Context: an optimization exercise on an open-source flow, tuned for small area, a short achievable clock period and few clock cycles. The choices shown serve that exercise and are no tape-out recipe.
RTL that was checked went through simulation tests only; none was proved equivalent to the original.
For runs 4 and 5, only the layout was checked, not whether the RTL still works.

==> flow/design.v, too long to show whole: its modules and the start of the top module <==
// module iter_counter: 17 lines
// module jw_control: 28 lines
// module jw_step: 765 lines
// module pixel_result: 16 lines
// module julia_worker: 87 lines
// module jw_start: 17 lines
module julia_worker (
	input  logic               tb_clk,
	input  logic               rst,
	input  logic               start,
	input  logic [19:0]        pixel,   
	input  logic [43:0]        c,       
	input  logic               mc_busy,
	output logic               ready,
	output logic               done,
	output logic [63:0]        result   
);
  // ...
==> flow/run.sh <==
#!/bin/bash
# synth_recipe.tcl (not shown) runs the flow's synth.tcl, then flattens the netlist and writes it again
# the make line also repeats each setting of config.mk as NAME=value (left out here)
make -C /OpenROAD-flow-scripts/flow DESIGN_CONFIG=/design/flow/config.mk WORK_HOME=/design/flow/orfs CLKGATE_MAP_FILE= SYNTH_SCRIPT=/design/flow/synth_recipe.tcl finish
==> flow/config.mk <==
export PLATFORM = sky130hd
export DESIGN_NAME = julia_worker
export DESIGN_NICKNAME = julia_worker
export VERILOG_FILES = /design/flow/design.v
export SDC_FILE = /design/flow/constraint.sdc
export NUM_CORES = 4
export LEC_CHECK = 0
export CAP_MARGIN = 70
export CORE_MARGIN = 2
export CORE_UTILIZATION = 40
export SLEW_MARGIN = 70
==> flow/constraint.sdc <==
create_clock -name core_clock -period 14.0 [get_ports {tb_clk}]
set_input_delay 2.8000 -clock core_clock [delete_from_list [all_inputs] [get_ports {tb_clk}]]
set_output_delay 2.8000 -clock core_clock [all_outputs]
set_load 0.01 [all_outputs]
==> summary.txt, run 1 <==
CP Max Fanout 3; Multi-input gate area 13,200 um^2; Compound-Gate Fraction of Synth Area about 12%; FF-to-FF path depth 22; met2 track demand over resource about a third; # setup viols final 0; worst reg2reg setup slack 7.71 ns; first-pass GRT wire length 75,100 um; cell taking the most area after synthesis fa_1; Seq/Total Area, Yosys approximately 17%; max reg flops 28; outcome timing/DRC/antenna clean; initial antenna violation count 0; Placement Rows 78; setup bufs post-CTS 0; multi-input combinational area share around 64%; DR WL/cell between 15 and 20 um; GR peak layer met2; Yosys reg bits 118; Post-synth EDFFs slightly below 80; Logic inverters 376; worst r2r src xr[3]$_DFF_P_; tap cells 600; Reg-to-Reg End u_counter.count[5]$_SDFFE_PP0P_; multiplexer area fraction after synthesis 0.165%; root buf cell clkbuf_16; Worst Setup EP ready; Most used DFF post-synth edfxtp_1; quantity of I/O buffers inserted on ports 113; CTS tree done; vias between 10,000 and 15,000; DRT Pass-1 Iters 7; core area between 40,000 and 50,000 um^2; CTS clock-pin slew for the worst setup and hold paths about 0.06 ns; clk_buf instances 20
Testbench counts, summed over its fixed seeds: cycles 104,985.
==> run 2: changes to the inputs <==
--- a/flow/config.mk
+++ b/flow/config.mk
@@ -6,6 +6,6 @@
 export NUM_CORES = 4
 export LEC_CHECK = 0
-export CAP_MARGIN = 70
+export CAP_MARGIN = 60
 export CORE_MARGIN = 2
 export CORE_UTILIZATION = 40
-export SLEW_MARGIN = 70
+export SLEW_MARGIN = 60
==> run 2 against run 1 <==
Compared with the run above: fmax is 0.22% higher; sequential share of layout area is 0.070 points higher; via count hardly changed; cell area is 0.65% lower; wire length is 0.18% higher; hold slack hardly changed; highest routed layer unchanged.
==> summary.txt, run 2 <==
Max Clk Rate 0.146 GHz; core area 45,100 um^2 (unchanged); Tmin final between 6 and 7 ns; critical-path cell list clkdlybuf4s50_1, a21oi_1, clkdlybuf4s50_1; share of layout cells above drive strength 1 between 4 and 5%; CP dominant cell by count clkdlybuf4s50_1; FFs w/ async S/R, synth 0%; met1 usage 26.8%; commonest non-fill, non-tap cell in the layout inv_1; worst r2r src xr[7]$_DFF_P_; CP endpoint kind output pin; Critical path origin mc_busy; top area cells in the synthesized netlist fa_1 28%, edfxtp_1 13%, ha_1 12%, inv_1 7.7%, xnor2_1 5.1%; CTS Buf Count 17; GR peak layer met2; via/cell ratio 5.15; Data required, critical path 11.20 ns; GP Congestion approximately 0.86; crit path kind input port to output pin; max-slew violations 0; GR Util met3 under 10%; global route total overflow 0; Most used DFF post-synth edfxtp_1; # diodes 0; nets@finish 2,500; Rel. slew slack between 60% and 70%; number of global-route vias before repair between 10,000 and 15,000; DRT antenna net count 0; most flop-heavy register z_seen; chip height ~220 um; final wirelength around 46,000 um; 1st-iter DRT viols 922; Worst Setup Start Kind input port; initial core utilization roughly two fifths; met2 track demand over resource 34.8% (+0.55 points); Total Routing Usage GR between 20% and 30%; Yosys reg bits 118 (unchanged); Crit-path slowest cell clkdlybuf4s50_1; quantity of I/O buffers inserted on ports 113 (unchanged); Detailed Place HPWL roughly 34,000 um; cell taking the most area after synthesis fa_1; initial antenna violation count 0 (unchanged); Worst Setup EP ready; # setup viols final 0 (unchanged); Seq/Total Area, Yosys 17.3% (unchanged); FF-to-FF path depth 22 (unchanged); Mapped Area roughly 18,000 um^2; I/O pins between 100 and 150; Worst EP arrival 4.04 ns; Yosys warnings 5; vias 13,476 (+0.052%); Crit path max-delay family buffers and inverters; Finished Cell Area between 20,000 and 25,000 um^2; # hold bufs at CTS 0; Die Area approximately 47,000 um^2; Die W around 220 um; Max-Cap Viols 0; DR WL/cell 17.5 um (+0.22%); Final Cycle Share about half; Slew @ Worst Pin 0.569 ns; post-cts resize count 0; pin count of the biggest net entering global routing 53; worst reg2reg setup slack 7.39 ns (-0.32 ns); outcome timing/DRC/antenna clean; drt drc 0; Hold WC Path Type flop to flop; Post-synth EDFFs 78 (unchanged); fin cells between 2,000 and 3,000; setup TNS 0 ns; Placement Rows 78 (unchanged); dpl cells about 2,600; max reg flops 28 (unchanged); share of the synthesized area in the top cell type between 20% and 30%; Setup Skew slightly below 0.008 ns; setup bufs post-CTS 0 (unchanged); most frequent cells in the layout 372 x inv_1, 254 x fa_1, 168 x ha_1; dpl cell area between 15,000 and 20,000 um^2; CP Max Fanout 3 (unchanged); post-synth cell types 68; fin util between 40% and 50%; final hold violations 0; unrepaired setup endpoints after global routing false; Clock Tree Buf Depth 2; cell with the most instances after synthesis inv_1; first-pass GRT wire length 75,300 um (+0.26%); Cells after Synth roughly 2,000; Mapped Avg Cell Area slightly above 9 um^2; DRT Pass-1 Iters 5 (-2); Clk Latency, worst-skew pair approximately 0.44 ns; Critical Path Stages 3; Reg-to-Reg End ovr$_SDFF_PP0_; Bufs and invs on worst path 2; CP max stage delay about 0.6 ns; area grow syn2layout 12.2%; top post-synthesis cells by count 373 x inv_1, 254 x fa_1, 172 x ha_1; biggest regs z_seen (28), pix_q (20); CTS clock-pin slew for the worst setup and hold paths 0.06 ns (about the same); H-tree Lvls 4; CTS tree done; Num Clock Sinks 118; root buf cell clkbuf_16
-- run 2: changes by cell type in the layout (fill, tap and decap cells not counted), moves of 3 or more --
cell	previous run	this run
buf_6	8	1
o21ai_0	58	61
o21ai_1	5	2
nor4_1	9	12
inv_4	4	1
buf_4	23	31
-- run 2: stage by stage --
step | hold WS [ns] | setup slack (ns)
3_5_place_dp | 0.432 | 7.18
5_1_grt | 0.470 | 6.99
3_3_place_gp | 0.431 | 7.17
4_1_cts | 0.447 | 7.16
6_report | 0.442 | 7.16
2_1_floorplan | 0.403 | 7.71
-- run 2: logic make-up (layout without fill, tap and decap cells) --
family	count (synthesis)	count (layout)	synth area share [%]
XOR/XNOR	185	185	8.92
AO/OA/AOI/OAI	322	322	11.6
flip-flops	118	118	17.3
other	2	20	0.0413
adder cells (fa/ha/maj)	427	427	39.9
buffers and inverters	513	554	11.4
multiplexers	3	3	0.165
AND/OR/NAND/NOR	390	390	10.7
-- run 2: layout make-up --
cell class	count	area, um^2
Clock inverter	12	141
Timing Repair Buffer	146	1380
Inverter	376	1410
Clock buffer	20	467
Tap cell	600	751
Fill cell	4400	24700
Multi-Input combinational cell	1347	13100
Sequential cell	118	3150
-- run 2: per-layer routing --
metal / wire length [um] / share of wire (%) / vias to the layer above
li1: - / - / 6289
met1: 19900 / 43 / 6738
met2: 22400 / 49 / 383
met3: 2310 / 5.1 / 66
met4: 1140 / 2.5 / 0
met5: 0 / 0 / -
-- run 2: worst min-delay path by stage --
stage | start | endpoint | cells after the start
2_1_floorplan | xi[13]$_DFF_P_ | z_seen[13]$_DFFE_PP_ | 0
3_3_place_gp | cim[0]$_DFFE_PP_ | xi[0]$_SDFF_PP0_ | 1
3_5_place_dp | cim[0]$_DFFE_PP_ | xi[0]$_SDFF_PP0_ | 1
4_1_cts | cim[0]$_DFFE_PP_ | xi[0]$_SDFF_PP0_ | 1
5_1_grt | cim[0]$_DFFE_PP_ | xi[0]$_SDFF_PP0_ | 1
6_report | cim[0]$_DFFE_PP_ | xi[0]$_SDFF_PP0_ | 1
==> module julia_worker, before the edit <==
module julia_worker (
	input  logic               tb_clk,
	input  logic               rst,
	input  logic               start,
	input  logic [19:0]        pixel,   
	input  logic [43:0]        c,       
	input  logic               mc_busy,
	output logic               ready,
	output logic               done,
	output logic [63:0]        result   
);
	logic        busy;
	logic        load;
	logic        escaped;
	logic        tree_escaped;
	logic        finish;
	logic        periodic;
	logic [7:0]  count;
	logic [19:0] pix_q;
	logic [13:0] xr, xi, xr0, xi0;
	logic        ovr, ovi;
	logic [15:0] nre, nim;
	logic [14:0] cre, cim, cre0, cim0;
	logic [27:0] z_seen;
	jw_control u_control (
		.tb_clk  (tb_clk),
		.rst     (rst),
		.start   (start),
		.mc_busy (mc_busy),
		.finish  (finish),
		.ready   (ready),
		.done    (done),
		.busy    (busy),
		.load    (load)
	);
	iter_counter u_counter (
		.tb_clk   (tb_clk),
		.load     (load),
		.step     (busy & ~escaped),
		.periodic (busy & periodic),
		.count    (count)
	);
	jw_start u_start (
		.pixel (pixel),
		.c     (c),
		.xr    (xr0),
		.xi    (xi0),
		.cre   (cre0),
		.cim   (cim0)
	);
	jw_step u_step (
		.xr      (xr),
		.xi      (xi),
		.cre     (cre),
		.cim     (cim),
		.escaped (tree_escaped),
		.nre     (nre),
		.nim     (nim)
	);
	assign escaped = tree_escaped | ovr | ovi;
	always_ff @(posedge tb_clk) begin
		if (count[3:0] == 4'd0) begin
			z_seen <= {xr, xi};
		end
	end
	assign periodic = (count != 8'd0) & ~ovr & ~ovi & ({xr, xi} == z_seen);
	assign finish = busy & (escaped | periodic | (count == 8'(MAX_ITER - 1)));
	always_ff @(posedge tb_clk) begin
		if (load) begin
			{xr, ovr} <= {xr0, 1'b0};
			{xi, ovi} <= {xi0, 1'b0};
		end else begin
			{xr, ovr} <= {nre[13:0], nre[15:13] != {3{nre[13]}}};
			{xi, ovi} <= {nim[13:0], nim[15:13] != {3{nim[13]}}};
		end
		if (load) begin
			cre   <= cre0;
			cim   <= cim0;
			pix_q <= pixel;
		end
	end
	pixel_result u_result (
		.pix    (pix_q),
		.count  (count),
		.result (result)
	);
endmodule
==> run 3: changes to the inputs <==
--- a/flow/design.v
+++ b/flow/design.v
@@ -885,4 +885,5 @@
 	logic [14:0] cre, cim, cre0, cim0;
 	logic [27:0] z_seen;
+	logic        next_escapes;
 	jw_control u_control (
 		.tb_clk  (tb_clk),
@@ -927,5 +928,10 @@
 	end
 	assign periodic = (count != 8'd0) & ~ovr & ~ovi & ({xr, xi} == z_seen);
-	assign finish = busy & (escaped | periodic | (count == 8'(MAX_ITER - 1)));
+	jw_escape_ahead u_ahead (
+		.nre          (nre),
+		.nim          (nim),
+		.next_escapes (next_escapes)
+	);
+	assign finish = busy & (escaped | periodic | next_escapes | (count == 8'(MAX_ITER - 1)));
 	always_ff @(posedge tb_clk) begin
 		if (load) begin
@@ -965,2 +971,37 @@
 	assign cim = clamp15(c[21:0]);
 endmodule
+module jw_escape_ahead (
+	input  logic [15:0] nre,
+	input  logic [15:0] nim,
+	output logic        next_escapes
+);
+	logic [15:0] mr, mi;
+	logic [4:0]  ar, ai;
+	logic [4:0]  ai_min;
+	assign mr = nre ^ {16{nre[15]}};
+	assign mi = nim ^ {16{nim[15]}};
+	assign ar = mr[12:8];
+	assign ai = mi[12:8];
+	always_comb begin
+		case (ar)
+			5'd0, 5'd1:   ai_min = 5'd17 - 5'(ar);
+			5'd2:         ai_min = 5'd16;
+			5'd3:         ai_min = 5'd16;
+			5'd4:         ai_min = 5'd16;
+			5'd5:         ai_min = 5'd16;
+			5'd6:         ai_min = 5'd15;
+			5'd7:         ai_min = 5'd15;
+			5'd8:         ai_min = 5'd14;
+			5'd9:         ai_min = 5'd14;
+			5'd10:        ai_min = 5'd13;
+			5'd11:        ai_min = 5'd12;
+			5'd12:        ai_min = 5'd11;
+			5'd13:        ai_min = 5'd10;
+			5'd14:        ai_min = 5'd8;
+			5'd15:        ai_min = 5'd6;
+			5'd16:        ai_min = 5'd1;
+			default:      ai_min = 5'd0;
+		endcase
+	end
+	assign next_escapes = (|mr[15:13]) | (|mi[15:13]) | (ai >= ai_min);
+endmodule
==> run 3 against run 2 <==
Compared with the run above: still clean on timing, DRC and antenna; die area is 3.9% higher; global-route usage rose by 0.30 points; synthesized cell count up 5.1%; cell area up 3.3%; non-clock buffer count fell by 4; clock skew up 0.0043 ns; count of clock-buffer cells in the layout fell by 1; highest routed layer unchanged.
==> summary.txt, run 3 <==
global route total overflow 0 (unchanged); # setup viols final 0 (unchanged); vias 14,198 (+5.4%); Detailed Place HPWL 35,600 um (+5.4%); Rel. slew slack 62.7% (+0.69 points); Hold WC Path Type flop to flop; Final WS setup 5.67 ns (-1.49 ns); commonest non-fill, non-tap cell in the layout inv_1; initial core utilization 40.6% (+0.26 points); DRT Pass-1 Iters 7 (+2); Worst EP arrival 8.70 ns (+4.66 ns); drt drc 0 (unchanged); I/O pins 134 (unchanged); post-synth cell types 84 (+24%); Die Area 49,000 um^2 (+3.9%); quantity of I/O buffers inserted on ports 113 (unchanged); outcome timing/DRC/antenna clean; via/cell ratio 5.23 (+1.7%); Cells after Synth 2,060 (+5.1%); FF-to-FF path depth 31 (+41%); Worst Setup Start Kind flop; nets@finish 2,594 (+3.8%); post-cts resize count 0 (unchanged); core area 46,600 um^2 (+3.3%); top area cells in the synthesized netlist fa_1 27%, edfxtp_1 12%, ha_1 12%, inv_1 7.5%, xnor2_1 4.6%; # hold bufs at CTS 0 (unchanged); biggest regs z_seen (28), pix_q (20); crit path kind flop to flop; Max-Cap Viols 0 (unchanged); top post-synthesis cells by count 377 x inv_1, 258 x fa_1, 176 x ha_1; Mapped Area 18,900 um^2 (+3.9%); worst r2r src xr[7]$_DFF_P_; share of the synthesized area in the top cell type 27.3% (-0.63 points); pin count of the biggest net entering global routing 53 (unchanged); Clk Latency, worst-skew pair 0.49 ns (+0.05 ns); Mapped Avg Cell Area 9.17 um^2 (-1.1%); initial antenna violation count 1 (+1); Reg-to-Reg End u_control.done$_SDFFE_PP0P_; Setup Skew 0.0121 ns (+0.00430 ns); Die W 221 um (+1.9%); Num Clock Sinks 118 (unchanged); worst reg2reg setup slack 5.67 ns (-1.72 ns); CTS tree done; 1st-iter DRT viols 842 (-8.7%); Data required, critical path 14.37 ns (+3.17 ns); H-tree Lvls 4 (unchanged); Crit-path slowest cell dfxtp_2; CTS clock-pin slew for the worst setup and hold paths 0.06 ns (about the same); Critical path origin xr[7]$_DFF_P_; CTS Buf Count 17 (unchanged); Clock Tree Buf Depth 2 (unchanged); final wirelength 47,800 um (+4.6%); Most used DFF post-synth edfxtp_1; Worst Setup EP u_control.done$_SDFFE_PP0P_; Total Routing Usage GR 20.7% (+0.30 points); Seq/Total Area, Yosys 16.6% (-0.65 points); setup TNS 0 ns (unchanged); max reg flops 28 (unchanged); CP max stage delay 0.59 ns (about the same); Final Cycle Share 59.5% (+11 points); number of global-route vias before repair 15,125 (+6.9%); CP dominant cell by count fa_1; final hold violations 0 (unchanged); root buf cell clkbuf_16; Max Clk Rate 0.120 GHz (-18%); CP Max Fanout 19 (+16); Placement Rows 79 (+1.3%); DR WL/cell 17.6 um (+0.96%); max-slew violations 0 (unchanged); GP Congestion 0.876 (+1.3%); Yosys reg bits 118 (unchanged); Tmin final 8.33 ns (+1.49 ns); first-pass GRT wire length 80,000 um (+6.3%); unrepaired setup endpoints after global routing false; setup bufs post-CTS 0 (unchanged); CP endpoint kind flop; most flop-heavy register z_seen; share of layout cells above drive strength 1 5.61% (+0.80 points); cell taking the most area after synthesis fa_1; FFs w/ async S/R, synth 0% (unchanged); Post-synth EDFFs 78 (unchanged); Slew @ Worst Pin 0.555 ns (-0.0145 ns); Place WS 5.66 ns (-1.51 ns); most frequent cells in the layout 377 x inv_1, 258 x fa_1, 174 x nand2_1; chip height 221 um (+1.9%); area grow syn2layout 11.6%; DRT antenna net count 0 (unchanged); cell with the most instances after synthesis inv_1; Yosys warnings 6 (+1)
==> run 3: per-layer routing <==
metal	wire length, um	vias to the layer above	share of wire, %	global-route usage [%]
met5	0	-	0	0
met3	2860	97	6.0	4.79
met2	23100	459	48	34.8
met1	20300	7032	42	25.6
li1	-	6610	-	-
met4	1640	0	3.4	8.29
==> run 3: how the worst min path moves through the flow <==
stage / from / end / slack [ns] / cells after the start
4_1_cts: cim[0]$_DFFE_PP_ / xi[0]$_SDFF_PP0_ / 0.47 / 1
6_report: cim[0]$_DFFE_PP_ / xi[0]$_SDFF_PP0_ / 0.45 / 1
2_1_floorplan: xi[13]$_DFF_P_ / z_seen[13]$_DFFE_PP_ / 0.40 / 0
5_1_grt: cim[0]$_DFFE_PP_ / xi[0]$_SDFF_PP0_ / 0.49 / 1
3_3_place_gp: cim[0]$_DFFE_PP_ / xi[0]$_SDFF_PP0_ / 0.44 / 1
3_5_place_dp: cim[0]$_DFFE_PP_ / xi[0]$_SDFF_PP0_ / 0.45 / 1
==> run 3: cell type report <==
class	count	area, um^2
fill	4460	25500
multi-input combinational	1433	13800
sequential	118	3160
inverter	380	1430
timing repair buffer	142	1360
tap	607	759
clock buffer	19	443
clock inverter	13	124
antenna	1	2.50
==> run 3: metrics by stage <==
stage	cell area (um^2)	hold slack [ns]	util (%)	std cells
6_report	21100	0.454	45.3	2713
5_1_grt	21100	0.488	45.3	2712
4_1_cts	21000	0.467	45.1	2712
3_5_place_dp	20400	0.452	43.9	2680
3_3_place_gp	20400	0.438	43.8	2680
2_1_floorplan	19000	0.403	-	2078
==> run 3: kinds of logic after synthesis <==
group	count (synthesis)	share of synthesized area, %
muxes	5	0.523
xor gates and xnor gates	188	8.98
buffers and inverters	527	11.2
and+or+nand+nor	446	11.8
DFF	118	16.6
adders and majority gates	434	39.0
AOI/OAI and AO/OA	340	11.8
other	2	0.0398
==> run 3: worst max-delay path, delay by kind of cell (launching register included) <==
kind            cells  cell delay [ns]
flops               1             0.59
simple gates        5             0.66
compound gates     10             2.05
xor+xnor            1             0.38
fa+ha+maj           9             3.41
buf+inv             5             0.58
mux                 1             0.55
Testbench counts of run 3, summed over its fixed seeds: cycles 102,279.
==> module iter_counter, before the edit <==
module iter_counter (
	input  logic             tb_clk,
	input  logic             load,
	input  logic             step,
	input  logic             periodic,
	output julia_pkg::iter_t count
);
	always_ff @(posedge tb_clk) begin
		if (load) begin
			count <= '0;
		end else if (periodic) begin
			count <= 8'(MAX_ITER);
		end else if (step) begin
			count <= count + 8'd1;
		end
	end
endmodule
==> module jw_control, before the edit <==
module jw_control (
	input  logic tb_clk,
	input  logic rst,
	input  logic start,
	input  logic mc_busy,
	input  logic finish,
	output logic ready,
	output logic done,
	output logic busy,
	output logic load
);
	assign ready = ~busy & ~(done & mc_busy);
	assign load  = ready & start & ~rst;
	always_ff @(posedge tb_clk) begin
		if (rst) begin
			busy <= 1'b0;
			done <= 1'b0;
		end else if (load) begin
			busy <= 1'b1;
			done <= 1'b0;
		end else if (finish) begin
			busy <= 1'b0;
			done <= 1'b1;
		end else if (done & ~mc_busy) begin
			done <= 1'b0;
		end
	end
endmodule
==> run 4: changes to the inputs <==
--- a/flow/design.v
+++ b/flow/design.v
@@ -30,46 +30,61 @@
 import julia_pkg::*;
 module iter_counter (
-	input  logic             tb_clk,
 	input  logic             load,
-	input  logic             step,
+	input  logic             busy,
 	input  logic             periodic,
-	output julia_pkg::iter_t count
+	input  julia_pkg::iter_t count,
+	output julia_pkg::iter_t count_esc,
+	output julia_pkg::iter_t count_step
 );
-	always_ff @(posedge tb_clk) begin
+	always_comb begin
 		if (load) begin
-			count <= '0;
-		end else if (periodic) begin
-			count <= 8'(MAX_ITER);
-		end else if (step) begin
-			count <= count + 8'd1;
+			count_esc  = '0;
+			count_step = '0;
+		end else begin
+			count_esc = count;
+			if (busy & periodic) begin
+				count_step = 8'(MAX_ITER);
+			end else if (busy) begin
+				count_step = count + 8'd1;
+			end else begin
+				count_step = count;
+			end
 		end
 	end
 endmodule
 `timescale 1ns/1ps
+import julia_pkg::*;
 module jw_control (
-	input  logic tb_clk,
-	input  logic rst,
-	input  logic start,
-	input  logic mc_busy,
-	input  logic finish,
-	output logic ready,
-	output logic done,
-	output logic busy,
-	output logic load
+	input  logic             rst,
+	input  logic             start,
+	input  logic             mc_busy,
+	input  logic             busy,
+	input  logic             done,
+	input  logic             periodic,
+	input  julia_pkg::iter_t count,
+	output logic             ready,
+	output logic             load,
+	output logic [1:0]       state_esc,    
+	output logic [1:0]       state_step    
 );
+	logic hold;
+	logic last;
 	assign ready = ~busy & ~(done & mc_busy);
 	assign load  = ready & start & ~rst;
-	always_ff @(posedge tb_clk) begin
+	assign hold  = done & mc_busy;
+	assign last  = periodic | (count == 8'(MAX_ITER - 1));
+	always_comb begin
 		if (rst) begin
-			busy <= 1'b0;
-			done <= 1'b0;
+			state_esc  = 2'b00;
+			state_step = 2'b00;
 		end else if (load) begin
-			busy <= 1'b1;
-			done <= 1'b0;
-		end else if (finish) begin
-			busy <= 1'b0;
-			done <= 1'b1;
-		end else if (done & ~mc_busy) begin
-			done <= 1'b0;
+			state_esc  = 2'b10;
+			state_step = 2'b10;
+		end else if (busy) begin
+			state_esc  = 2'b01;
+			state_step = last ? 2'b01 : 2'b10;
+		end else begin
+			state_esc  = {1'b0, hold};
+			state_step = {1'b0, hold};
 		end
 	end
@@ -876,5 +891,4 @@
 	logic        escaped;
 	logic        tree_escaped;
-	logic        finish;
 	logic        periodic;
 	logic [7:0]  count;
@@ -885,23 +899,36 @@
 	logic [14:0] cre, cim, cre0, cim0;
 	logic [27:0] z_seen;
-	logic        next_escapes;
+	logic [1:0]  state_esc, state_step;
+	logic [7:0]  count_esc, count_step;
 	jw_control u_control (
-		.tb_clk  (tb_clk),
-		.rst     (rst),
-		.start   (start),
-		.mc_busy (mc_busy),
-		.finish  (finish),
-		.ready   (ready),
-		.done    (done),
-		.busy    (busy),
-		.load    (load)
+		.rst        (rst),
+		.start      (start),
+		.mc_busy    (mc_busy),
+		.busy       (busy),
+		.done       (done),
+		.periodic   (periodic),
+		.count      (count),
+		.ready      (ready),
+		.load       (load),
+		.state_esc  (state_esc),
+		.state_step (state_step)
 	);
 	iter_counter u_counter (
-		.tb_clk   (tb_clk),
-		.load     (load),
-		.step     (busy & ~escaped),
-		.periodic (busy & periodic),
-		.count    (count)
+		.load       (load),
+		.busy       (busy),
+		.periodic   (periodic),
+		.count      (count),
+		.count_esc  (count_esc),
+		.count_step (count_step)
 	);
+	always_ff @(posedge tb_clk) begin
+		if (escaped) begin
+			{busy, done} <= state_esc;
+			count        <= count_esc;
+		end else begin
+			{busy, done} <= state_step;
+			count        <= count_step;
+		end
+	end
 	jw_start u_start (
 		.pixel (pixel),
@@ -928,10 +955,4 @@
 	end
 	assign periodic = (count != 8'd0) & ~ovr & ~ovi & ({xr, xi} == z_seen);
-	jw_escape_ahead u_ahead (
-		.nre          (nre),
-		.nim          (nim),
-		.next_escapes (next_escapes)
-	);
-	assign finish = busy & (escaped | periodic | next_escapes | (count == 8'(MAX_ITER - 1)));
 	always_ff @(posedge tb_clk) begin
 		if (load) begin
@@ -971,37 +992,2 @@
 	assign cim = clamp15(c[21:0]);
 endmodule
-module jw_escape_ahead (
-	input  logic [15:0] nre,
-	input  logic [15:0] nim,
-	output logic        next_escapes
-);
-	logic [15:0] mr, mi;
-	logic [4:0]  ar, ai;
-	logic [4:0]  ai_min;
-	assign mr = nre ^ {16{nre[15]}};
-	assign mi = nim ^ {16{nim[15]}};
-	assign ar = mr[12:8];
-	assign ai = mi[12:8];
-	always_comb begin
-		case (ar)
-			5'd0, 5'd1:   ai_min = 5'd17 - 5'(ar);
-			5'd2:         ai_min = 5'd16;
-			5'd3:         ai_min = 5'd16;
-			5'd4:         ai_min = 5'd16;
-			5'd5:         ai_min = 5'd16;
-			5'd6:         ai_min = 5'd15;
-			5'd7:         ai_min = 5'd15;
-			5'd8:         ai_min = 5'd14;
-			5'd9:         ai_min = 5'd14;
-			5'd10:        ai_min = 5'd13;
-			5'd11:        ai_min = 5'd12;
-			5'd12:        ai_min = 5'd11;
-			5'd13:        ai_min = 5'd10;
-			5'd14:        ai_min = 5'd8;
-			5'd15:        ai_min = 5'd6;
-			5'd16:        ai_min = 5'd1;
-			default:      ai_min = 5'd0;
-		endcase
-	end
-	assign next_escapes = (|mr[15:13]) | (|mi[15:13]) | (ai >= ai_min);
-endmodule
==> run 4 against run 3 <==
Compared with the run above: still clean on timing, DRC and antenna; critical path depth decreased by 28; sequential cell count unchanged; count of clock-buffer cells in the layout increased by 1; critical endpoint is now ready; sequential share of layout area increased by 0.95 points; final cell count decreased by 5.2%.
==> summary.txt, run 4 <==
outcome timing/DRC/antenna clean; Hold WC Path Type flop to flop; # setup viols final 0 (unchanged); quantity of I/O buffers inserted on ports 113 (unchanged); Mapped Area 18,100 um^2 (-4.4%); root buf cell clkbuf_16; CTS tree done; Clock Tree Buf Depth 2 (unchanged); Compound-Gate Fraction of Synth Area 10.8% (-0.96 points); commonest non-fill, non-tap cell in the layout inv_1; Finished Cell Area 20,300 um^2 (-3.8%); Setup Skew 0.0134 ns (+0.00135 ns); setup bufs post-CTS 0 (unchanged); dpl cells 2,539 (-5.3%); Placement Rows 77 (-2.5%); H-tree Lvls 4 (unchanged); Total Routing Usage GR 19.8% (-0.86 points); most flop-heavy register z_seen; Detailed Place HPWL 33,000 um (-7.5%); Final Cycle Share 48.8% (-11 points); CTS Buf Count 17 (unchanged); GP Congestion 0.826 (-5.7%); DR WL/cell 17.1 um (-3.2%); global route total overflow 0 (unchanged); max reg flops 28 (unchanged); hold path depth 1 (unchanged); nets@finish 2,462 (-5.1%); Multi-input gate area 13,000 um^2 (-5.7%); CTS clock-pin slew for the worst setup and hold paths 0.06 ns (about the same); post-synth cell types 65 (-23%); most frequent cells in the layout 352 x inv_1, 254 x fa_1, 169 x ha_1; DRT antenna net count 0 (unchanged); Die W 217 um (-2.2%); # hold bufs at CTS 0 (unchanged); area grow syn2layout 12.3%; main combinational cell family by area after synthesis adder cells; Worst Setup Start Kind input port; vias 13,108 (-7.7%); setup TNS 0 ns (unchanged); number of global-route vias before repair 13,831 (-8.6%); Max-Cap Viols 0 (unchanged); filler cell count 4,187 (-6.1%); # diodes 0 (-1); final wirelength 43,900 um (-8.2%); Hold Slack 0.451 ns (-0.00256 ns); Post-Synth Simple-Gate Area 10.6% (-1.2 points); crit path kind input port to output pin; CP endpoint kind output pin; Rel. slew slack 62.3% (-0.41 points); post-cts resize count 0 (unchanged); dpl cell area 19,700 um^2 (-3.8%); FF/Latch Area 3230 um^2 (+2.3%); max-slew violations 0 (unchanged); pin count of the biggest net entering global routing 41 (-23%); Slew @ Worst Pin 0.565 ns (+0.0104 ns); Num Clock Sinks 118 (unchanged); Worst EP arrival 4.04 ns (-4.66 ns); share of layout cells above drive strength 1 4.75% (-0.86 points); FFs w/ async S/R, synth 0% (unchanged); adder-cell share of the synthesized area 40.2% (+1.2 points); first-pass GRT wire length 72,400 um (-9.5%); Post-synth EDFFs 86 (+10%); initial antenna violation count 0 (-1); multiplexer area fraction after synthesis 0.111% (-0.41 points); top area cells in the synthesized netlist fa_1 28%, edfxtp_1 14%, ha_1 12%, inv_1 7.3%, xnor2_1 6.3%; core area 44,400 um^2 (-4.6%); Most used DFF post-synth edfxtp_1; chip height 217 um (-2.2%); post-synthesis xor/xnor area fraction 9.46% (+0.48 points); initial core utilization 40.7% (+0.10 points); fin cells 2,573 (-5.2%); top post-synthesis cells by count 353 x inv_1, 254 x fa_1, 172 x ha_1; Seq/Total Area, Yosys 17.8% (+1.2 points); unrepaired setup endpoints after global routing false; I/O pins 134 (unchanged); cell with the most instances after synthesis inv_1; share of the synthesized area in the top cell type 28.2% (+0.81 points); Tmin final 6.84 ns (-1.49 ns); Clk Latency, worst-skew pair 0.48 ns (about the same); Cells after Synth 1,918 (-6.9%); FF-to-FF path depth 23 (-26%); final hold violations 0 (unchanged); via/cell ratio 5.09 (-2.7%); DRT Pass-1 Iters 5 (-2); Data required, critical path 11.20 ns (-3.17 ns); Die Area 46,900 um^2 (-4.3%); cell taking the most area after synthesis fa_1; biggest regs z_seen (28), pix_q (20); 1st-iter DRT viols 891 (+5.8%); Yosys reg bits 118 (unchanged); CP Max Fanout 3 (-16); drt drc 0 (unchanged); Mapped Avg Cell Area 9.42 um^2 (+2.7%); Yosys warnings 5 (-1); Max Clk Rate 0.146 GHz (+22%)
==> run 4: per-layer routing <==
metal	vias up	part of all wire [%]	GRT usage (%)
li1	6154	-	-
met1	6559	44	26.0
met2	344	49	33.1
met3	51	5.0	3.86
met4	0	1.9	6.12
met5	-	0	0
==> run 4: cells by family after synthesis <==
family	count (synthesis)
buffers and inverters	488
adder cells (fa/ha/maj)	429
AND/OR/NAND/NOR	383
AO/OA/AOI/OAI	304
XOR/XNOR	192
flip-flops	118
other	2
multiplexers	2
==> run 4: path summary, 6_finish.rpt <==
check | slack (ns) | from | endpoint
max | 7.16 | mc_busy | ready
min reg2reg | 0.45 | cim[0]$_DFFE_PP_ | xi[0]$_SDFF_PP0_
min | 0.45 | cim[0]$_DFFE_PP_ | xi[0]$_SDFF_PP0_
max reg2reg | 7.49 | xr[5]$_DFF_P_ | ovr$_SDFF_PP0_
==> run 4: per-stage QoR <==
step           setup slack, ns  util [%]
6_report                  7.16      45.7
5_1_grt                   7.07      45.7
4_1_cts                   7.16      45.6
3_5_place_dp              7.17      44.3
3_3_place_gp              7.16      44.1
2_1_floorplan             7.69         -
==> run 4: worst max-delay path, stage by stage <==
cell             delay [ns]
clkdlybuf4s50_1        0.40
a21oi_1                0.25
clkdlybuf4s50_1        0.59
==> run 4: area by class of cell <==
class | count | area share, %
Inverter | 357 | 6.63
Sequential cell | 118 | 15.9
Timing Repair Buffer | 144 | 6.84
Clock inverter | 12 | 0.648
Clock buffer | 20 | 2.15
Tap cell | 592 | 3.65
Multi-Input combinational cell | 1330 | 64.1
==> module pixel_result, before the edit <==
module pixel_result (
	input  julia_pkg::pixel_t   pix,
	input  julia_pkg::iter_t    count,
	output julia_pkg::result_t  result
);
	logic [19:0] pix_index;
	assign pix_index = {pix.y, 9'd0} + {2'd0, pix.y, 7'd0} + 20'(pix.x);
	always_comb begin
		result.addr = {10'd0, pix_index, 2'd0};
		if (count == 8'(MAX_ITER)) begin
			result.color = COLOR_BLACK;
		end else begin
			result.color = {8'hFF, count, count[4:0], count[7:5], ~count};
		end
	end
endmodule
==> run 5: changes to the inputs <==
--- a/flow/design.v
+++ b/flow/design.v
@@ -30,24 +30,15 @@
 import julia_pkg::*;
 module iter_counter (
+	input  logic             tb_clk,
 	input  logic             load,
-	input  logic             busy,
+	input  logic             run,
 	input  logic             periodic,
-	input  julia_pkg::iter_t count,
-	output julia_pkg::iter_t count_esc,
-	output julia_pkg::iter_t count_step
+	output julia_pkg::iter_t count
 );
-	always_comb begin
+	always_ff @(posedge tb_clk) begin
 		if (load) begin
-			count_esc  = '0;
-			count_step = '0;
-		end else begin
-			count_esc = count;
-			if (busy & periodic) begin
-				count_step = 8'(MAX_ITER);
-			end else if (busy) begin
-				count_step = count + 8'd1;
-			end else begin
-				count_step = count;
-			end
+			count <= '0;
+		end else if (run) begin
+			count <= periodic ? 8'(MAX_ITER) : count + 8'd1;
 		end
 	end
@@ -56,37 +47,18 @@
 import julia_pkg::*;
 module jw_control (
-	input  logic             rst,
-	input  logic             start,
-	input  logic             mc_busy,
-	input  logic             busy,
-	input  logic             done,
-	input  logic             periodic,
-	input  julia_pkg::iter_t count,
-	output logic             ready,
-	output logic             load,
-	output logic [1:0]       state_esc,    
-	output logic [1:0]       state_step    
+	input  logic rst,
+	input  logic start,
+	input  logic mc_busy,
+	input  logic busy,
+	input  logic waiting,
+	input  logic done,
+	input  logic sure_esc,
+	output logic ready,
+	output logic load,
+	output logic res_free
 );
-	logic hold;
-	logic last;
-	assign ready = ~busy & ~(done & mc_busy);
-	assign load  = ready & start & ~rst;
-	assign hold  = done & mc_busy;
-	assign last  = periodic | (count == 8'(MAX_ITER - 1));
-	always_comb begin
-		if (rst) begin
-			state_esc  = 2'b00;
-			state_step = 2'b00;
-		end else if (load) begin
-			state_esc  = 2'b10;
-			state_step = 2'b10;
-		end else if (busy) begin
-			state_esc  = 2'b01;
-			state_step = last ? 2'b01 : 2'b10;
-		end else begin
-			state_esc  = {1'b0, hold};
-			state_step = {1'b0, hold};
-		end
-	end
+	assign ready    = ~busy | (sure_esc & ~waiting & ~done);
+	assign load     = ready & start & ~rst;
+	assign res_free = ~done | ~mc_busy;
 endmodule
 `timescale 1ns/1ps
@@ -861,4 +833,5 @@
 	input  julia_pkg::pixel_t   pix,
 	input  julia_pkg::iter_t    count,
+	input  logic                black,   
 	output julia_pkg::result_t  result
 );
@@ -867,5 +840,5 @@
 	always_comb begin
 		result.addr = {10'd0, pix_index, 2'd0};
-		if (count == 8'(MAX_ITER)) begin
+		if (black) begin
 			result.color = COLOR_BLACK;
 		end else begin
@@ -899,34 +872,67 @@
 	logic [14:0] cre, cim, cre0, cim0;
 	logic [27:0] z_seen;
-	logic [1:0]  state_esc, state_step;
-	logic [7:0]  count_esc, count_step;
+	logic        waiting;     
+	logic        wait_esc;    
+	logic        res_free;
+	logic        sure_esc;
+	logic        at_last;
+	logic        finish;
+	logic        transfer;
+	logic [19:0] res_pix;
+	logic [7:0]  res_count;
+	logic        res_black;
 	jw_control u_control (
-		.rst        (rst),
-		.start      (start),
-		.mc_busy    (mc_busy),
-		.busy       (busy),
-		.done       (done),
-		.periodic   (periodic),
-		.count      (count),
-		.ready      (ready),
-		.load       (load),
-		.state_esc  (state_esc),
-		.state_step (state_step)
+		.rst      (rst),
+		.start    (start),
+		.mc_busy  (mc_busy),
+		.busy     (busy),
+		.waiting  (waiting),
+		.done     (done),
+		.sure_esc (sure_esc),
+		.ready    (ready),
+		.load     (load),
+		.res_free (res_free)
 	);
 	iter_counter u_counter (
-		.load       (load),
-		.busy       (busy),
-		.periodic   (periodic),
-		.count      (count),
-		.count_esc  (count_esc),
-		.count_step (count_step)
+		.tb_clk   (tb_clk),
+		.load     (load),
+		.run      (busy & ~waiting),
+		.periodic (periodic),
+		.count    (count)
+	);
+	jw_sure_escape u_sure (
+		.xr       (xr),
+		.xi       (xi),
+		.ovr      (ovr),
+		.ovi      (ovi),
+		.sure_esc (sure_esc)
 	);
+	assign at_last  = periodic | (count == 8'(MAX_ITER - 1));
+	assign finish   = escaped | at_last;
+	assign transfer = busy & res_free & (waiting | finish);
 	always_ff @(posedge tb_clk) begin
-		if (escaped) begin
-			{busy, done} <= state_esc;
-			count        <= count_esc;
+		if (rst) begin
+			busy    <= 1'b0;
+			waiting <= 1'b0;
+			done    <= 1'b0;
 		end else begin
-			{busy, done} <= state_step;
-			count        <= count_step;
+			busy    <= load | (busy & ~transfer);
+			waiting <= busy & ~load & ~res_free & (waiting | finish);
+			done    <= transfer | (done & mc_busy);
+		end
+		if (~waiting) begin
+			wait_esc <= escaped;
+		end
+	end
+	always_ff @(posedge tb_clk) begin
+		if (res_free) begin
+			res_pix <= pix_q;
+			if (waiting) begin
+				res_count <= wait_esc ? count - 8'd1 : count;
+				res_black <= ~wait_esc;
+			end else begin
+				res_count <= count;
+				res_black <= ~escaped & at_last;
+			end
 		end
 	end
@@ -970,6 +976,7 @@
 	end
 	pixel_result u_result (
-		.pix    (pix_q),
-		.count  (count),
+		.pix    (res_pix),
+		.count  (res_count),
+		.black  (res_black),
 		.result (result)
 	);
@@ -992,2 +999,35 @@
 	assign cim = clamp15(c[21:0]);
 endmodule
+module jw_sure_escape (
+	input  logic [13:0] xr,
+	input  logic [13:0] xi,
+	input  logic        ovr,
+	input  logic        ovi,
+	output logic        sure_esc
+);
+	logic [12:0] mr, mi;
+	logic [4:0]  ar, ai;
+	logic [4:0]  ai_min;
+	assign mr = xr[12:0] ^ {13{xr[13]}};
+	assign mi = xi[12:0] ^ {13{xi[13]}};
+	assign ar = mr[12:8];
+	assign ai = mi[12:8];
+	always_comb begin
+		case (ar)
+			5'd0:         ai_min = 5'd17;
+			5'd1, 5'd2, 5'd3, 5'd4, 5'd5:
+			              ai_min = 5'd16;
+			5'd6, 5'd7:   ai_min = 5'd15;
+			5'd8, 5'd9:   ai_min = 5'd14;
+			5'd10:        ai_min = 5'd13;
+			5'd11:        ai_min = 5'd12;
+			5'd12:        ai_min = 5'd11;
+			5'd13:        ai_min = 5'd10;
+			5'd14:        ai_min = 5'd8;
+			5'd15:        ai_min = 5'd6;
+			5'd16:        ai_min = 5'd1;
+			default:      ai_min = 5'd0;
+		endcase
+	end
+	assign sure_esc = ovr | ovi | (ai >= ai_min);
+endmodule
==> run 5 against run 4 <==
Compared with the run above: still clean; utilization down 0.54 points; hold slack worse by 0.039 ns; cell area up 8.5%; sequential share of layout area up 2.6 points; via count up 7.0%; first-iteration DRC count down 11%; largest cell class unchanged; highest routed layer unchanged.
==> summary.txt, run 5 <==
outcome timing/DRC/antenna clean; number of global-route vias before repair 14,602 (+5.6%); Most used DFF post-synth edfxtp_1; Hold Startpoint pix_q[8]$_DFFE_PP_; share of the synthesized area in the top cell type 25.8% (-2.3 points); Mapped Avg Cell Area 9.57 um^2 (+1.6%); CP max stage delay 0.47 ns (-0.12 ns); Worst Setup Start Kind flop; DRT antenna net count 0 (unchanged); CP Max Fanout 23 (+20); Post-synth EDFFs 108 (+26%); commonest non-fill, non-tap cell in the layout inv_1; dpl cell area 21,400 um^2 (+8.6%); nets@finish 2,618 (+6.3%); Placement Rows 81 (+5.2%); initial core utilization 40.4% (-0.30 points); post-cts resize count 0 (unchanged); FF/Latch Area 4070 um^2 (+26%); Yosys reg bits 149 (+26%); H-tree Lvls 4 (unchanged); post-synth cell types 71 (+9.2%); # hold bufs at CTS 0 (unchanged); CP dominant cell by count a21o_1; Num Clock Sinks 149 (+26%); setup bufs post-CTS 0 (unchanged); Mapped Area 19,700 um^2 (+8.9%); cell taking the most area after synthesis fa_1; Bufs and invs on worst path 3 (+1); setup TNS 0 ns (unchanged); max-slew violations 0 (unchanged); filler cell count 4,694 (+12%); Hold Slack 0.412 ns (-0.0392 ns); Critical path origin xr[13]$_DFF_P_; Worst EP arrival 4.36 ns (+0.32 ns); FF-to-FF path depth 23 (unchanged); Crit-path slowest cell clkdlybuf4s50_1; Multi-input gate area 13,700 um^2 (+5.0%); root buf cell clkbuf_16; final hold violations 0 (unchanged); Seq/Total Area, Yosys 20.7% (+2.8 points); Hold WC Path Type flop to flop; dpl cells 2,747 (+8.2%); GP Congestion 0.839 (+1.5%); Yosys warnings 5 (unchanged); unrepaired setup endpoints after global routing false; most flop-heavy register z_seen; DRT Pass-1 Iters 5 (unchanged); crit path kind flop to output pin; Clock Tree Buf Depth 2 (unchanged); Crit path max-delay family compound AO/OA/AOI/OAI gates; worst r2r src xr[5]$_DFF_P_; I/O pins 134 (unchanged); worst reg2reg setup slack 6.94 ns (-0.55 ns); biggest regs z_seen (28), pix_q (20), res_pix (20); drt drc 0 (unchanged); top area cells in the synthesized netlist fa_1 26%, edfxtp_1 16%, ha_1 12%, inv_1 7.2%, xnor2_1 5.7%; hold path depth 0 (-1); Die Area 51,000 um^2 (+8.8%); Detailed Place HPWL 35,100 um (+6.4%); Hold Path Sink res_pix[8]$_DFFE_PN_; initial antenna violation count 2 (+2); chip height 226 um (+4.3%); Finished Cell Area 22,000 um^2 (+8.5%); Setup Skew 0.0139 ns (+0.000495 ns); Slew @ Worst Pin 0.602 ns (+0.0367 ns); cell with the most instances after synthesis inv_1; Cells after Synth 2,057 (+7.2%); Tmin final 7.16 ns (+0.319 ns); first-pass GRT wire length 77,200 um (+6.6%); CTS tree done; # setup viols final 0 (unchanged); quantity of I/O buffers inserted on ports 113 (unchanged); Rel. slew slack 59.7% (-2.6 points); Die W 226 um (+4.3%); share of layout cells above drive strength 1 4.67% (-0.071 points); vias 14,026 (+7.0%); Total Routing Usage GR 19.6% (-0.27 points); Final Cycle Share 51.1% (+2.3 points); core area 48,700 um^2 (+9.8%); Clk Latency, worst-skew pair 0.47 ns (about the same); Data required, critical path 11.20 ns (about the same); final wirelength 47,400 um (+7.8%); area grow syn2layout 11.8%; DR WL/cell 17.0 um (-0.28%); Max Clk Rate 0.140 GHz (-4.5%); # diodes 0 (unchanged); via/cell ratio 5.04 (-1.0%); CTS Buf Count 17 (unchanged); most frequent cells in the layout 376 x inv_1, 254 x fa_1, 187 x ha_1; 1st-iter DRT viols 796 (-11%); pin count of the biggest net entering global routing 53 (+29%); max reg flops 28 (unchanged); global route total overflow 0 (unchanged); Max-Cap Viols 0 (unchanged); fin cells 2,782 (+8.1%); critical-path cell list buf_4, ha_1, nor2b_1, nor2b_1, o21ai_0, o21ai_0, nand2_1, o41ai_1, ha_1, nand2b_1, a21o_1, a21o_1, a21o_1, a211oi_4, o31a_1, inv_1, clkdlybuf4s50_1; CP endpoint kind output pin; Reg-to-Reg End ovi$_SDFF_PP0_; top post-synthesis cells by count 376 x inv_1, 254 x fa_1, 191 x ha_1; CTS clock-pin slew for the worst setup and hold paths 0.07 ns (about the same); FFs w/ async S/R, synth 0% (unchanged)
## run 5: cells by family after synthesis
kind of cell / share of synthesized area (%)
AND/OR/NAND/NOR: 10.9
XOR/XNOR: 8.99
adder cells (fa/ha/maj): 38.0
flip-flops: 20.7
multiplexers: 1.32
buffers and inverters: 10.6
AO/OA/AOI/OAI: 9.46
other: 0.0382
## run 5: cell type report
type / count / area share (%)
clock inverters: 14 / 0.563
flip-flops and latches: 149 / 18.5
multi-input cells: 1408 / 62.1
repair buffers: 149 / 6.55
well taps: 664 / 3.78
clock buffers: 18 / 2.00
inverters: 380 / 6.50
## run 5: how the worst max path moves through the flow
stage / end / slack (ns) / cells after the start
finish: ready / 6.84 / 17
global route: ready / 6.65 / 17
CTS: ready / 6.87 / 17
detailed placement: ovi$_SDFF_PP0_ / 7.01 / 23
global placement: ovi$_SDFF_PP0_ / 6.52 / 23
floorplan: ovi$_SDFF_PP0_ / 7.48 / 25
## run 5: worst reg2reg max path: cells and delay by family, from the launching register on
family	cells	cell delay [ns]
fa+ha+maj	7	2.93
compound gates	8	1.65
simple gates	3	1.01
flops	1	0.65
buf+inv	4	0.51
xor+xnor	1	0.17
## run 5: metal layers
metal / up-vias / GRT usage (%) / wire length (um)
met4: 0 / 6.49 / 1180
met1: 7003 / 24.5 / 20000
li1: 6581 / - / -
met2: 371 / 34.4 / 23900
met5: - / 0 / 0
met3: 71 / 2.95 / 2330
## run 5: stage by stage
| stage | util [%] | setup slack [ns] |
|---|---|---|
| after global routing | 45.1 | 6.65 |
| final | 45.1 | 6.84 |
| after floorplan | - | 7.48 |
| after detailed placement | 43.8 | 7.01 |
| after CTS | 45.0 | 6.87 |
| after global placement | 43.7 | 6.52 |

[re-timing with driven ports]
How much do the figures lean on ideal ports? The routed layouts below were timed once more, with nothing changed but the port constraints.
Step 1 sets driving cells, clkbuf_16 on the clock port and buf_2 on the other inputs (assumed; they add their load-dependent delay and slew).
Step 2 also shifts input and output timing later by t, the mid clock arrival at the registers, as if the neighbouring blocks saw the same clock.
Slacks: no drivers / after step 1 / after step 2; pairs: no drivers / after step 1.
run	t (ns)	setup WS [ns]	clock arrival spread, ns	worst slew at a driven data input, ns
run 1	0.484	7.149 / 7.125 / 7.125	0.010 / 0.010	0.05
run 2	0.489	7.164 / 7.134 / 7.134	0.009 / 0.009	0.05
run 3	0.538	5.674 / 5.674 / 5.674	0.013 / 0.013	0.05
run 4	0.522	7.163 / 7.134 / 7.134	0.016 / 0.016	0.05
run 5	0.518	6.845 / 6.786 / 6.941	0.015 / 0.014	0.05
After both steps every run listed still meets setup and hold. For run 2, which loses most, drivers alone change the setup slack by -0.030 ns; drivers and shift together by -0.030 ns.
